From an optimization exercise on the open Yosys and OpenROAD flow, aimed at small area, a short achievable clock period and few clock cycles; shortcuts taken in it are not production practice. Only simulation tests tie the RTL to the original design; equivalence was not proved. The flow treats the clock pin as an ideal source. Dropping or thinning the clock tree relies on that and would not hold on a real chip. No activity file was given, so power comes from the tool's default toggle rates.

## tandem_motif_repeat_detector
module tandem_motif_repeat_detector (
    input  logic                              aclk,
    input  logic                              aresetn,
    input  logic                              s_tvalid,
    output logic                              s_tready,
    input  logic [7:0]                        s_tdata,    
    input  logic [1:0]                        s_tuser,    
    input  logic                              s_tlast,    
    output logic                              m_tvalid,
    input  logic                              m_tready,
    output logic [7:0]                        m_tdata,    
    output logic [0:0]                        m_tuser,    
    input  logic                              cfg_valid,
    output logic                              cfg_ready,
    input  logic [tmr_pkg::CFG_IDX_W-1:0]     cfg_index,
    input  logic [tmr_pkg::CFG_DATA_W-1:0]    cfg_data
);
clock: 10.0 ns
lec_check: 0
cap_margin: 20
core_margin: 2
core_utilization: 70
slew_margin: 20
standard.sh (not shown) runs the stock make flow with config.mk's settings and CLKGATE_MAP_FILE= SYNTH_SCRIPT=/design/flow/synth_recipe.tcl, a recipe that flattens the netlist after the stock synthesis.
==> flow/flow/run.sh <==
#!/bin/bash
# The standard layout (standard.sh: ORFS steps at the design's clock
# period and SDC), with these changes to how it is made:
#  - synthesis is standard.sh's (synth_recipe.tcl flow, same register
#    mapping, flattening and renaming), except that ABC maps the logic with
#    an area-oriented script (flow/synth.tcl, flow/abc_area.script);
#  - repair_timing aims for a setup slack of 7.2 ns at the 10 ns clock, so
#    sizing and buffering shorten the critical paths;
#  - buf_1 as the port buffer of every input and output (repair upsizes it
#    where timing needs);
#  - CTS with clkbuf_8 leaves of at most 16 sinks and no dummy loads;
#  - after CTS, the tree's root buffer is removed so the clock port drives
#    the tree's first level (2 clock buffers) directly.
# Each step's output goes to its own log: make_cts.log, drop_clock_root.log,
# make_finish.log here, and ORFS's per-step logs under orfs/logs/.
set -euo pipefail
export MY_ABC_SCRIPT=$PWD/flow/abc_area.script
KNOBS=(SYNTH_SCRIPT=$PWD/flow/synth.tcl
  SETUP_SLACK_MARGIN=7.1
  "BUFFER_PORTS_ARGS=-buffer_cell sky130_fd_sc_hd__buf_1"
  "CTS_ARGS=-sink_clustering_enable -repair_clock_nets -dont_use_dummy_load -root_buf sky130_fd_sc_hd__clkbuf_16 -buf_list sky130_fd_sc_hd__clkbuf_8 -sink_clustering_size 16 -sink_clustering_max_diameter 60")
bash standard.sh "${KNOBS[@]}" cts > make_cts.log 2>&1
RESULTS=$PWD/orfs/results/$FLOW_PLATFORM/tandem_motif_repeat_detector/base \
  openroad -no_init -exit flow/drop_clock_root.tcl > drop_clock_root.log 2>&1
bash standard.sh "${KNOBS[@]}" finish > make_finish.log 2>&1
==> flow/flow/abc_area.script <==
strash
&get -n
&fraig -x
&put
scorr
dc2
dretime
strash
&get -n
&dch -f
&nf -R 1000
&put
strash
&get -n
&dch -f
&nf -R 1000
&put
topo
stime -c
buffer -c
upsize -c
dnsize -c
Other scripts of this flow, unchanged in this note and not shown: flow/flow/drop_clock_root.tcl, flow/flow/synth.tcl
Testbench counts at the start, summed over its fixed seeds: cycles 41,687.
Then changed:
--- a/flow/flow/run.sh
+++ b/flow/flow/run.sh
@@ -19 +19 @@
-  SETUP_SLACK_MARGIN=7.1
+  SETUP_SLACK_MARGIN=7.2
CORE_UTILIZATION = 60   (was 70)
Setup slack gets better by 120 ps.
Worst hold slack loses 18 ps.
Routed wire length rose by a few percent.
Register-to-register slack gets better by 80 ps.
Cell area went up by a few percent.
Utilization drops by 8.9 points.
Then changed:
--- a/flow/flow/run.sh
+++ b/flow/flow/run.sh
@@ -2,5 +2,2 @@
-# The standard layout (standard.sh: ORFS steps at the design's clock
-# period and SDC), with these changes to how it is made:
-#  - synthesis is standard.sh's (synth_recipe.tcl flow, same register
-#    mapping, flattening and renaming), except that ABC maps the logic with
-#    an area-oriented script (flow/synth.tcl, flow/abc_area.script);
+# The standard layout (standard.sh: standard synthesis and ORFS steps at
+# the design's clock period and SDC), with these changes to how it is made:
@@ -19 +16 @@
-  SETUP_SLACK_MARGIN=7.2
+  SETUP_SLACK_MARGIN=7.35
--- a/flow/flow/abc_area.script
+++ b/flow/flow/abc_area.script
@@ -13,5 +12,0 @@
-strash
-&get -n
-&dch -f
-&nf -R 1000
-&put
CORE_UTILIZATION = 70   (was 60)
Clock power hardly moves; hold slack stays flat; cell area climbs by 2.0%.
Then changed:
--- a/flow/flow/run.sh
+++ b/flow/flow/run.sh
@@ -2,2 +2,5 @@
-# The standard layout (standard.sh: standard synthesis and ORFS steps at
-# the design's clock period and SDC), with these changes to how it is made:
+# The standard layout (standard.sh: ORFS steps at the design's clock
+# period and SDC), with these changes to how it is made:
+#  - synthesis is standard.sh's (synth_recipe.tcl flow, same register
+#    mapping, flattening and renaming), except that ABC maps the logic with
+#    an area-oriented script (flow/synth.tcl, flow/abc_area.script);
@@ -16 +19 @@
-  SETUP_SLACK_MARGIN=7.35
+  SETUP_SLACK_MARGIN=7.2
--- a/flow/flow/abc_area.script
+++ b/flow/flow/abc_area.script
@@ -12,0 +13,5 @@
+strash
+&get -n
+&dch -f
+&nf -R 1000
+&put
The changed run finished with timing, DRC and antenna clean. Design area goes down by 2.8%. Sequential share of layout area goes up by 1.5 points. Flip-flop and latch count does not change. Synthesized area goes up by 0.38%. Fmax goes up by 0.47%.

port drivers added, routing unchanged:
How much do the figures lean on ideal ports? The routed layouts below were timed once more, with nothing changed but the port constraints.
Step 1: set_driving_cell puts a clkbuf_16 on aclk and a buf_2 on each other input, an assumption about the parent block.
Step 2 times the ports against the registers' clock, not the clock port: input delays grow and output delays shrink by t, the midpoint of the rising clock arrivals with the driver on.
a / b / c = no drivers / after step 1 / after step 2; a / b = the first two.
| run | t (ns) | slack for setup (ns) | hold WS [ns] | worst slew at a driven data input, ns |
|---|---|---|---|---|
| the first run | 0.385 | 7.096 / 7.130 / 6.745 | 0.352 / 0.352 / 0.352 | 0.04 |
| the second run | 0.384 | 7.214 / 7.155 / 6.867 | 0.334 / 0.334 / 0.334 | 0.04 |
| the third run | 0.381 | 7.195 / 7.139 / 6.955 | 0.336 / 0.336 / 0.336 | 0.07 |
| the fourth run | 0.382 | 7.209 / 7.166 / 6.859 | 0.339 / 0.339 / 0.339 | 0.05 |
After both steps setup and hold are still met in every run listed. The setup slack of the first run, which loses most, moves by +0.034 ns with the drivers and by -0.351 ns with both steps.
